Context: an optimization exercise on an open-source flow, tuned for small area. The choices shown serve that exercise and are no tape-out recipe. At most, simulation tests tie the RTL to the original design; equivalence was not proved. No activity file was given, so power comes from the tool's default toggle rates. The flow treats the clock pin as an ideal source, which a real chip does not have.

Setup of v6:
// aes_round_key_cache
module aes_round_key_cache #(
    parameter int unsigned MAX_KEYS = 15,
    parameter int unsigned IDX_W    = 4
) (
    input  logic               CLK,
    input  logic               RST_N,
    input  logic               start,
    input  logic [1:0]         mode,
    input  logic [255:0]       key,
    output logic               exp_load,
    output logic               exp_revers,
    output logic [1:0]         exp_mode,
    output logic [255:0]       exp_key,
    input  logic [127:0]       exp_round_key,
    input  logic [4:0]         exp_round,
    output logic               busy,
    output logic               keys_valid,
    input  logic               rd_en,
    input  logic               rd_inverse,
    input  logic [IDX_W-1:0]   rd_idx,
    output logic [127:0]       rd_key,
    output logic               rd_valid,
    output logic               err
);
==> module aes_round_key_cache, before the edit <==
module aes_round_key_cache #(
    parameter int unsigned MAX_KEYS = 15,
    parameter int unsigned IDX_W    = 4
) (
    input  logic               CLK,
    input  logic               RST_N,
    input  logic               start,
    input  logic [1:0]         mode,
    input  logic [255:0]       key,
    output logic               exp_load,
    output logic               exp_revers,
    output logic [1:0]         exp_mode,
    output logic [255:0]       exp_key,
    input  logic [127:0]       exp_round_key,
    input  logic [4:0]         exp_round,
    output logic               busy,
    output logic               keys_valid,
    input  logic               rd_en,
    input  logic               rd_inverse,
    input  logic [IDX_W-1:0]   rd_idx,
    output logic [127:0]       rd_key,
    output logic               rd_valid,
    output logic               err
);
    logic               exp_load_q;
    logic               busy_q;
    logic               keys_valid_q;
    logic               rd_valid_q;
    logic               err_q;
    logic               desync_q;
    logic [1:0]         mode_q;
    logic [3:0]         cnt_q;       
    logic [MAX_KEYS-1:0] sel_q;      
    logic [127:0]       ring_q [MAX_KEYS];
    logic               fill;
    logic               can_start;
    logic               start_ok;
    logic               start_bad;
    logic               rd_ok;
    logic               rd_bad;
    logic               desync_hit;
    logic [3:0]         nr;
    logic [3:0]         cnt_d;
    logic [3:0]         lidx;
    logic [4:0]         pos;
    logic [3:0]         sel_d;
    logic               hit0;
    logic               hit1;
    function automatic logic [3:0] nr_of(input logic [1:0] m);
        case (m)
            2'd0:    nr_of = 4'd10;
            2'd1:    nr_of = 4'd12;
            default: nr_of = 4'd14;
        endcase
    endfunction
    always_comb begin
        nr         = nr_of(mode_q);
        fill       = busy_q && !exp_load_q;
        can_start  = !busy_q;
        start_ok   = start && can_start && (mode != 2'd3);
        start_bad  = start && can_start && (mode == 2'd3);
        rd_ok      = rd_en && keys_valid_q && (rd_idx <= nr);
        rd_bad     = rd_en && !rd_ok;
        desync_hit = fill && (exp_round != {1'b0, cnt_q});
        if (exp_load_q)          cnt_d = 4'd0;
        else if (cnt_q == 4'd14) cnt_d = 4'd0;
        else                     cnt_d = cnt_q + 4'd1;
        lidx       = rd_inverse ? (nr - rd_idx) : rd_idx;
        pos        = {1'b0, cnt_d} + 5'd14 - {1'b0, lidx};    
        sel_d      = (pos >= 5'd15) ? 4'(pos - 5'd15) : pos[3:0];
        hit0       = start_ok && (sel_d == 4'd0);
        hit1       = start_ok && (sel_d == 4'd1);
    end
    always_ff @(posedge CLK or negedge RST_N) begin
        if (!RST_N) begin
            exp_load_q   <= 1'b0;
            busy_q       <= 1'b0;
            keys_valid_q <= 1'b0;
            rd_valid_q   <= 1'b0;
            err_q        <= 1'b0;
        end else begin
            exp_load_q <= start_ok;
            rd_valid_q <= rd_ok;
            err_q      <= start_bad | rd_bad | (desync_hit & !desync_q);
            if (start_ok) begin
                busy_q       <= 1'b1;
                keys_valid_q <= 1'b0;
            end else if (fill && (cnt_q == nr)) begin
                busy_q       <= 1'b0;
                keys_valid_q <= 1'b1;
            end
        end
    end
    always_ff @(posedge CLK) begin
        if (start_ok) begin
            mode_q <= mode;
        end
        if (start_ok) begin
            desync_q <= 1'b0;
        end else if (desync_hit) begin
            desync_q <= 1'b1;
        end
        cnt_q <= cnt_d;
        for (int i = 0; i < MAX_KEYS; i++) begin
            sel_q[i] <= rd_ok && ((hit0 || hit1) ? (i == 2) : (sel_d == 4'(i)));
        end
    end
    logic [127:0] ring_in0;
    logic [127:0] ring_in1;
    logic [127:0] ring_in2;
    rkc_ao222 u_in0 (
        .a(exp_round_key),        .sa(fill),
        .b(key[127:0]),           .sb(start_ok),
        .c(ring_q[MAX_KEYS-1]),   .sc(!fill && !start_ok),
        .y(ring_in0)
    );
    rkc_ao22 u_in1 (
        .a(key[255:128]),         .sa(start_ok),
        .b(ring_q[0]),            .sb(!start_ok),
        .y(ring_in1)
    );
    rkc_ao222 u_in2 (
        .a(ring_q[MAX_KEYS-1]),   .sa(hit0),
        .b(ring_q[0]),            .sb(hit1),
        .c(ring_q[1]),            .sc(!hit0 && !hit1),
        .y(ring_in2)
    );
    always_ff @(posedge CLK) begin
        ring_q[0] <= ring_in0;
        ring_q[1] <= ring_in1;
        ring_q[2] <= ring_in2;
        for (int i = 3; i < MAX_KEYS; i++) begin
            ring_q[i] <= ring_q[i-1];
        end
    end
    logic [127:0] grp_n [5];
    for (genvar g = 0; g < 5; g++) begin : g_grp
        rkc_aoi3 u_aoi (
            .a(ring_q[3*g]),   .sa(sel_q[3*g]),
            .b(ring_q[3*g+1]), .sb(sel_q[3*g+1]),
            .c(ring_q[3*g+2]), .sc(sel_q[3*g+2]),
            .y(grp_n[g])
        );
    end
    rkc_nand5 u_or (
        .a(grp_n[0]), .b(grp_n[1]), .c(grp_n[2]), .d(grp_n[3]), .e(grp_n[4]),
        .y(rd_key)
    );
    assign exp_load   = exp_load_q;
    assign exp_revers = 1'b0;
    assign exp_mode   = mode_q;
    assign exp_key    = {ring_q[1], ring_q[0]};
    assign busy       = busy_q;
    assign keys_valid = keys_valid_q;
    assign rd_valid   = rd_valid_q;
    assign err        = err_q;
endmodule
==> module rkc_ao22, before the edit <==
module rkc_ao22 (
    input  logic [127:0] a,
    input  logic         sa,
    input  logic [127:0] b,
    input  logic         sb,
    output logic [127:0] y
);
    assign y = (a & {128{sa}}) | (b & {128{sb}});
endmodule
==> module rkc_ao222, before the edit <==
module rkc_ao222 (
    input  logic [127:0] a,
    input  logic         sa,
    input  logic [127:0] b,
    input  logic         sb,
    input  logic [127:0] c,
    input  logic         sc,
    output logic [127:0] y
);
    assign y = (a & {128{sa}}) | (b & {128{sb}}) | (c & {128{sc}});
endmodule
==> flow/config.mk <==
export PLATFORM = sky130hd
export DESIGN_NAME = aes_round_key_cache
export DESIGN_NICKNAME = aes_round_key_cache
export VERILOG_FILES = /design/flow/design.v
export SDC_FILE = /design/flow/constraint.sdc
export NUM_CORES = 4
export LEC_CHECK = 0
export CAP_MARGIN = 20
export CORE_MARGIN = 2
export CORE_UTILIZATION = 65
export SLEW_MARGIN = 20
export SYNTH_HIERARCHICAL = 1
==> flow/constraint.sdc <==
create_clock -name core_clock -period 5.0 [get_ports {CLK}]
set_input_delay 1.0000 -clock core_clock [delete_from_list [all_inputs] [get_ports {CLK}]]
set_output_delay 1.0000 -clock core_clock [all_outputs]
set_load 0.01 [all_outputs]
standard.sh (not shown) runs the stock make flow with config.mk's settings and CLKGATE_MAP_FILE= SYNTH_SCRIPT=/design/flow/synth_recipe.tcl, a recipe that flattens the netlist after the stock synthesis.
==> flow/flow/run.sh <==
#!/bin/bash
# Standard layout (the standard.sh, standard synthesis unchanged) with two changes:
#  - every input and output port gets a buf_1 buffer instead of the default port buffer cell;
#  - the clock tree uses clkbuf_16 with larger sink clusters and no dummy loads.
set -euo pipefail
CTS="-sink_clustering_enable -repair_clock_nets -buf_list sky130_fd_sc_hd__clkbuf_16 -sink_clustering_size 30 -sink_clustering_max_diameter 80 -dont_use_dummy_load"
bash standard.sh 'BUFFER_PORTS_ARGS=-buffer_cell sky130_fd_sc_hd__buf_1' "CTS_ARGS=$CTS" finish > flow_make.log 2>&1
Inputs modified between v6 and v7:
==> flow/design.v, changed modules only <==
module aes_round_key_cache #(
    parameter int unsigned MAX_KEYS = 15,
    parameter int unsigned IDX_W    = 4
) (
    input  logic               CLK,
    input  logic               RST_N,
    input  logic               start,
    input  logic [1:0]         mode,
    input  logic [255:0]       key,
    output logic               exp_load,
    output logic               exp_revers,
    output logic [1:0]         exp_mode,
    output logic [255:0]       exp_key,
    input  logic [127:0]       exp_round_key,
    input  logic [4:0]         exp_round,
    output logic               busy,
    output logic               keys_valid,
    input  logic               rd_en,
    input  logic               rd_inverse,
    input  logic [IDX_W-1:0]   rd_idx,
    output logic [127:0]       rd_key,
    output logic               rd_valid,
    output logic               err
);
    logic               exp_load_q;
    logic               busy_q;
    logic               keys_valid_q;
    logic               rd_valid_q;
    logic               err_q;
    logic               desync_q;
    logic [1:0]         mode_q;
    logic [255:0]       key_q;
    logic [3:0]         cnt_q;       
    logic [MAX_KEYS-1:0] sel_q;      
    logic [127:0]       ring_q [MAX_KEYS];
    logic               fill;
    logic               can_start;
    logic               start_ok;
    logic               start_bad;
    logic               rd_ok;
    logic               rd_bad;
    logic               desync_hit;
    logic [3:0]         nr;
    logic [3:0]         cnt_d;
    logic [3:0]         lidx;
    logic [4:0]         pos;
    logic [3:0]         sel_d;
    function automatic logic [3:0] nr_of(input logic [1:0] m);
        case (m)
            2'd0:    nr_of = 4'd10;
            2'd1:    nr_of = 4'd12;
            default: nr_of = 4'd14;
        endcase
    endfunction
    always_comb begin
        nr         = nr_of(mode_q);
        fill       = busy_q && !exp_load_q;
        can_start  = !busy_q;
        start_ok   = start && can_start && (mode != 2'd3);
        start_bad  = start && can_start && (mode == 2'd3);
        rd_ok      = rd_en && keys_valid_q && (rd_idx <= nr);
        rd_bad     = rd_en && !rd_ok;
        desync_hit = fill && (exp_round != {1'b0, cnt_q});
        if (exp_load_q)          cnt_d = 4'd0;
        else if (cnt_q == 4'd14) cnt_d = 4'd0;
        else                     cnt_d = cnt_q + 4'd1;
        lidx       = rd_inverse ? (nr - rd_idx) : rd_idx;
        pos        = {1'b0, cnt_d} + 5'd14 - {1'b0, lidx};    
        sel_d      = (pos >= 5'd15) ? 4'(pos - 5'd15) : pos[3:0];
    end
    always_ff @(posedge CLK or negedge RST_N) begin
        if (!RST_N) begin
            exp_load_q   <= 1'b0;
            busy_q       <= 1'b0;
            keys_valid_q <= 1'b0;
            rd_valid_q   <= 1'b0;
            err_q        <= 1'b0;
        end else begin
            exp_load_q <= start_ok;
            rd_valid_q <= rd_ok;
            err_q      <= start_bad | rd_bad | (desync_hit & !desync_q);
            if (start_ok) begin
                busy_q       <= 1'b1;
                keys_valid_q <= 1'b0;
            end else if (fill && (cnt_q == nr)) begin
                busy_q       <= 1'b0;
                keys_valid_q <= 1'b1;
            end
        end
    end
    always_ff @(posedge CLK) begin
        key_q <= key;
        if (start_ok) begin
            mode_q <= mode;
        end
        if (start_ok) begin
            desync_q <= 1'b0;
        end else if (desync_hit) begin
            desync_q <= 1'b1;
        end
        cnt_q <= cnt_d;
        for (int i = 0; i < MAX_KEYS; i++) begin
            sel_q[i] <= rd_ok && (sel_d == 4'(i));
        end
    end
    always_ff @(posedge CLK) begin
        ring_q[0] <= fill ? exp_round_key : ring_q[MAX_KEYS-1];
        for (int i = 1; i < MAX_KEYS; i++) begin
            ring_q[i] <= ring_q[i-1];
        end
    end
    logic [127:0] grp_n [5];
    for (genvar g = 0; g < 5; g++) begin : g_grp
        rkc_aoi3 u_aoi (
            .a(ring_q[3*g]),   .sa(sel_q[3*g]),
            .b(ring_q[3*g+1]), .sb(sel_q[3*g+1]),
            .c(ring_q[3*g+2]), .sc(sel_q[3*g+2]),
            .y(grp_n[g])
        );
    end
    rkc_nand5 u_or (
        .a(grp_n[0]), .b(grp_n[1]), .c(grp_n[2]), .d(grp_n[3]), .e(grp_n[4]),
        .y(rd_key)
    );
    assign exp_load   = exp_load_q;
    assign exp_revers = 1'b0;
    assign exp_mode   = mode_q;
    assign exp_key    = key_q;
    assign busy       = busy_q;
    assign keys_valid = keys_valid_q;
    assign rd_valid   = rd_valid_q;
    assign err        = err_q;
endmodule
// module rkc_ao22 removed
// module rkc_ao222 removed
--- outcome ---
Sort v7 and v6 by post-route worst setup slack desc -> top: v7
| arrival time of the worst setup path | v7 vs v6 | 2190 ps lower |
v7: all stages complete, timing, DRC and antenna checks passed
v6 finished every step from synthesis to the final layout, and the layout passed the timing, design-rule and antenna checks.
Die width is lower on v6
Re clock-buffer cell count: v6 was lower than v7.
Non-clock buffer count: v7 lower than v6
Critical path capture point = ring_q[2][103]: v6; critical path capture point = rd_key[31]: v7
From v6 to v7 the numbers moved as follows: number of nets with antenna violations after detailed routing comparable; worst hold-check slack now smaller; post-detailed-routing wire length now smaller; critical path depth now smaller; number of buffer and inverter instances along the worst setup path now smaller.
Taking v6 as the reference point, the final standard cell area without fillers of v7 rises by 0.0018 mm².
v7 vs. v6: multiplexer area fraction after synthesis saw an increase; total half-perimeter wirelength after legalization and detailed placement saw a decrease; routing usage on met2 saw a decrease.
The RTL of v7 was laid out without a check of its function.

========
Setup of the reference run:
The RTL this note starts from:
==> flow/design.v <==
module aes_round_key_cache #(
    parameter int unsigned MAX_KEYS = 15,
    parameter int unsigned IDX_W    = 4
) (
    input  logic               CLK,
    input  logic               RST_N,
    input  logic               start,
    input  logic [1:0]         mode,
    input  logic [255:0]       key,
    output logic               exp_load,
    output logic               exp_revers,
    output logic [1:0]         exp_mode,
    output logic [255:0]       exp_key,
    input  logic [127:0]       exp_round_key,
    input  logic [4:0]         exp_round,
    output logic               busy,
    output logic               keys_valid,
    input  logic               rd_en,
    input  logic               rd_inverse,
    input  logic [IDX_W-1:0]   rd_idx,
    output logic [127:0]       rd_key,
    output logic               rd_valid,
    output logic               err
);
    logic               exp_load_q;
    logic               busy_q;
    logic               keys_valid_q;
    logic               rd_valid_q;
    logic               err_q;
    logic               desync_q;
    logic [1:0]         mode_q;
    logic [255:0]       key_q;
    logic [3:0]         cnt_q;       
    logic [MAX_KEYS-1:0] sel_q;      
    logic [127:0]       ring_q [MAX_KEYS];
    logic               fill;
    logic               can_start;
    logic               start_ok;
    logic               start_bad;
    logic               rd_ok;
    logic               rd_bad;
    logic               desync_hit;
    logic [3:0]         nr;
    logic [3:0]         cnt_d;
    logic [3:0]         lidx;
    logic [4:0]         pos;
    logic [3:0]         sel_d;
    function automatic logic [3:0] nr_of(input logic [1:0] m);
        case (m)
            2'd0:    nr_of = 4'd10;
            2'd1:    nr_of = 4'd12;
            default: nr_of = 4'd14;
        endcase
    endfunction
    always_comb begin
        nr         = nr_of(mode_q);
        fill       = busy_q && !exp_load_q;
        can_start  = !busy_q;
        start_ok   = start && can_start && (mode != 2'd3);
        start_bad  = start && can_start && (mode == 2'd3);
        rd_ok      = rd_en && keys_valid_q && (rd_idx <= nr);
        rd_bad     = rd_en && !rd_ok;
        desync_hit = fill && (exp_round != {1'b0, cnt_q});
        if (exp_load_q)          cnt_d = 4'd0;
        else if (cnt_q == 4'd14) cnt_d = 4'd0;
        else                     cnt_d = cnt_q + 4'd1;
        lidx       = rd_inverse ? (nr - rd_idx) : rd_idx;
        pos        = {1'b0, cnt_d} + 5'd14 - {1'b0, lidx};    
        sel_d      = (pos >= 5'd15) ? 4'(pos - 5'd15) : pos[3:0];
    end
    always_ff @(posedge CLK or negedge RST_N) begin
        if (!RST_N) begin
            exp_load_q   <= 1'b0;
            busy_q       <= 1'b0;
            keys_valid_q <= 1'b0;
            rd_valid_q   <= 1'b0;
            err_q        <= 1'b0;
        end else begin
            exp_load_q <= start_ok;
            rd_valid_q <= rd_ok;
            err_q      <= start_bad | rd_bad | (desync_hit & !desync_q);
            if (start_ok) begin
                busy_q       <= 1'b1;
                keys_valid_q <= 1'b0;
            end else if (fill && (cnt_q == nr)) begin
                busy_q       <= 1'b0;
                keys_valid_q <= 1'b1;
            end
        end
    end
    always_ff @(posedge CLK) begin
        key_q <= key;
        if (start_ok) begin
            mode_q <= mode;
        end
        if (start_ok) begin
            desync_q <= 1'b0;
        end else if (desync_hit) begin
            desync_q <= 1'b1;
        end
        cnt_q <= cnt_d;
        for (int i = 0; i < MAX_KEYS; i++) begin
            sel_q[i] <= rd_ok && (sel_d == 4'(i));
        end
    end
    logic [127:0] ring_in;
    rkc_ao22 u_in (
        .a(exp_round_key),        .sa(fill),
        .b(ring_q[MAX_KEYS-1]),   .sb(!fill),
        .y(ring_in)
    );
    always_ff @(posedge CLK) begin
        ring_q[0] <= ring_in;
        for (int i = 1; i < MAX_KEYS; i++) begin
            ring_q[i] <= ring_q[i-1];
        end
    end
    logic [127:0] grp_n [5];
    for (genvar g = 0; g < 5; g++) begin : g_grp
        rkc_aoi3 u_aoi (
            .a(ring_q[3*g]),   .sa(sel_q[3*g]),
            .b(ring_q[3*g+1]), .sb(sel_q[3*g+1]),
            .c(ring_q[3*g+2]), .sc(sel_q[3*g+2]),
            .y(grp_n[g])
        );
    end
    rkc_nand5 u_or (
        .a(grp_n[0]), .b(grp_n[1]), .c(grp_n[2]), .d(grp_n[3]), .e(grp_n[4]),
        .y(rd_key)
    );
    assign exp_load   = exp_load_q;
    assign exp_revers = 1'b0;
    assign exp_mode   = mode_q;
    assign exp_key    = key_q;
    assign busy       = busy_q;
    assign keys_valid = keys_valid_q;
    assign rd_valid   = rd_valid_q;
    assign err        = err_q;
endmodule
module rkc_aoi3 (
    input  logic [127:0] a,
    input  logic         sa,
    input  logic [127:0] b,
    input  logic         sb,
    input  logic [127:0] c,
    input  logic         sc,
    output logic [127:0] y
);
    assign y = ~((a & {128{sa}}) | (b & {128{sb}}) | (c & {128{sc}}));
endmodule
module rkc_nand5 (
    input  logic [127:0] a,
    input  logic [127:0] b,
    input  logic [127:0] c,
    input  logic [127:0] d,
    input  logic [127:0] e,
    output logic [127:0] y
);
    assign y = ~(a & b & c & d & e);
endmodule
module rkc_ao22 (
    input  logic [127:0] a,
    input  logic         sa,
    input  logic [127:0] b,
    input  logic         sb,
    output logic [127:0] y
);
    assign y = (a & {128{sa}}) | (b & {128{sb}});
endmodule
clock: 5.0 ns
lec_check: 0
cap_margin: 20
core_margin: 2
core_utilization: 65
slew_margin: 20
synth_hierarchical: 1
Scripts as last shown in full above: flow/flow/run.sh
Inputs modified between the reference run and the trial run:
diff --git a/flow/design.v b/flow/design.v
--- a/flow/design.v
+++ b/flow/design.v
@@ -28,9 +28,8 @@
     logic               rd_valid_q;
     logic               err_q;
     logic               desync_q;
     logic [1:0]         mode_q;
-    logic [255:0]       key_q;
     logic [3:0]         cnt_q;       
     logic [MAX_KEYS-1:0] sel_q;      
     logic [127:0]       ring_q [MAX_KEYS];
     logic               fill;
@@ -44,8 +43,10 @@
     logic [3:0]         cnt_d;
     logic [3:0]         lidx;
     logic [4:0]         pos;
     logic [3:0]         sel_d;
+    logic               hit0;
+    logic               hit1;
     function automatic logic [3:0] nr_of(input logic [1:0] m);
         case (m)
             2'd0:    nr_of = 4'd10;
             2'd1:    nr_of = 4'd12;
@@ -64,10 +65,12 @@
         if (exp_load_q)          cnt_d = 4'd0;
         else if (cnt_q == 4'd14) cnt_d = 4'd0;
         else                     cnt_d = cnt_q + 4'd1;
         lidx       = rd_inverse ? (nr - rd_idx) : rd_idx;
-        pos        = {1'b0, cnt_d} + 5'd14 - {1'b0, lidx};    
-        sel_d      = (pos >= 5'd15) ? 4'(pos - 5'd15) : pos[3:0];
+        pos        = {1'b0, cnt_q} - {1'b0, lidx};
+        sel_d      = pos[4] ? 4'(pos + 5'd15) : pos[3:0];
+        hit0       = start_ok && (sel_d == 4'd0);
+        hit1       = start_ok && (sel_d == 4'd1);
     end
     always_ff @(posedge CLK or negedge RST_N) begin
         if (!RST_N) begin
             exp_load_q   <= 1'b0;
@@ -88,9 +91,8 @@
             end
         end
     end
     always_ff @(posedge CLK) begin
-        key_q <= key;
         if (start_ok) begin
             mode_q <= mode;
         end
         if (start_ok) begin
@@ -99,20 +101,36 @@
             desync_q <= 1'b1;
         end
         cnt_q <= cnt_d;
         for (int i = 0; i < MAX_KEYS; i++) begin
-            sel_q[i] <= rd_ok && (sel_d == 4'(i));
+            sel_q[i] <= rd_ok && ((hit0 || hit1) ? (i == 2) : (sel_d == 4'(i)));
         end
     end
-    logic [127:0] ring_in;
-    rkc_ao22 u_in (
+    logic [127:0] ring_in0;
+    logic [127:0] ring_in1;
+    logic [127:0] ring_in2;
+    rkc_ao222 u_in0 (
         .a(exp_round_key),        .sa(fill),
-        .b(ring_q[MAX_KEYS-1]),   .sb(!fill),
-        .y(ring_in)
+        .b(key[127:0]),           .sb(start_ok),
+        .c(ring_q[MAX_KEYS-1]),   .sc(!fill && !start_ok),
+        .y(ring_in0)
+    );
+    rkc_ao22 u_in1 (
+        .a(key[255:128]),         .sa(start_ok),
+        .b(ring_q[0]),            .sb(!start_ok),
+        .y(ring_in1)
+    );
+    rkc_ao222 u_in2 (
+        .a(ring_q[MAX_KEYS-1]),   .sa(hit0),
+        .b(ring_q[0]),            .sb(hit1),
+        .c(ring_q[1]),            .sc(!hit0 && !hit1),
+        .y(ring_in2)
     );
     always_ff @(posedge CLK) begin
-        ring_q[0] <= ring_in;
-        for (int i = 1; i < MAX_KEYS; i++) begin
+        ring_q[0] <= ring_in0;
+        ring_q[1] <= ring_in1;
+        ring_q[2] <= ring_in2;
+        for (int i = 3; i < MAX_KEYS; i++) begin
             ring_q[i] <= ring_q[i-1];
         end
     end
     logic [127:0] grp_n [5];
@@ -130,9 +148,9 @@
     );
     assign exp_load   = exp_load_q;
     assign exp_revers = 1'b0;
     assign exp_mode   = mode_q;
-    assign exp_key    = key_q;
+    assign exp_key    = {ring_q[1], ring_q[0]};
     assign busy       = busy_q;
     assign keys_valid = keys_valid_q;
     assign rd_valid   = rd_valid_q;
     assign err        = err_q;
@@ -166,4 +184,15 @@
     output logic [127:0] y
 );
     assign y = (a & {128{sa}}) | (b & {128{sb}});
 endmodule
+module rkc_ao222 (
+    input  logic [127:0] a,
+    input  logic         sa,
+    input  logic [127:0] b,
+    input  logic         sb,
+    input  logic [127:0] c,
+    input  logic         sc,
+    output logic [127:0] y
+);
+    assign y = (a & {128{sa}}) | (b & {128{sb}}) | (c & {128{sc}});
+endmodule
[the trial run vs the reference run] non-clock buffer count: higher in the trial run
Post-route worst setup slack on the trial run is down relative to the reference run.
Diff the reference run -> the trial run | total CTS buffers | down by a little under 10%
Comparing the trial run and the reference run, the higher total clock sinks was measured on the reference run.
Diff the reference run -> the trial run | multi-input logic cell count | up by more than 10%
The trial run gives more clock period minus worst slack than the reference run did.
Share of power burned in the clock network, the trial run and the reference run: higher on the reference run
The trial run ended with more total length of routed met3 wires than the reference run.
The trial run: sequential share of layout area 6.7 points below the reference run
The reference run -> the trial run: count of vias placed by the detailed router increased by more than 10%
On xor/xnor cell area share of the yosys netlist, the trial run and the reference run are basically level.
In the metrics for the trial run and the reference run, the one carrying the higher fraction of area in multi-input gates is the trial run.
On the trial run: data-path buffer share of cell area in the final layout is 0.51 points higher than what the reference run gave.
For the reference run, only the layout was checked, not whether the RTL still works.

## static timing again, ports no longer ideal
The results above use ideal ports. As a check the final layouts listed here were re-extracted and re-timed, cells and wires unchanged. Step 1, drivers: a clkbuf_16 drives CLK and a buf_2 each remaining input, both assumed. Step 2 also shifts input and output timing later by t, the mid clock arrival at the registers, as if the neighbouring blocks saw the same clock. a / b / c = no drivers / after step 1 / after step 2; a / b = the first two.
run | shift t [ns] | setup slack, ns | worst hold slack (ns)
v6 | 0.711 | 0.515 / 0.515 / -0.079 | 0.249 / 0.202 / 0.320
v7 | 0.718 | 1.113 / 1.039 / 0.937 | 0.220 / 0.169 / 0.311
the reference run | 0.722 | 1.104 / 1.035 / 0.715 | 0.187 / 0.140 / 0.319
the trial run | 0.711 | 0.774 / 0.774 / 0.190 | 0.199 / 0.158 / 0.300
Met with ideal ports but missed after step 2: setup timing in v6. The setup slack of v6, which loses most, moves by 0.000 ns with the drivers and by -0.594 ns with both steps.
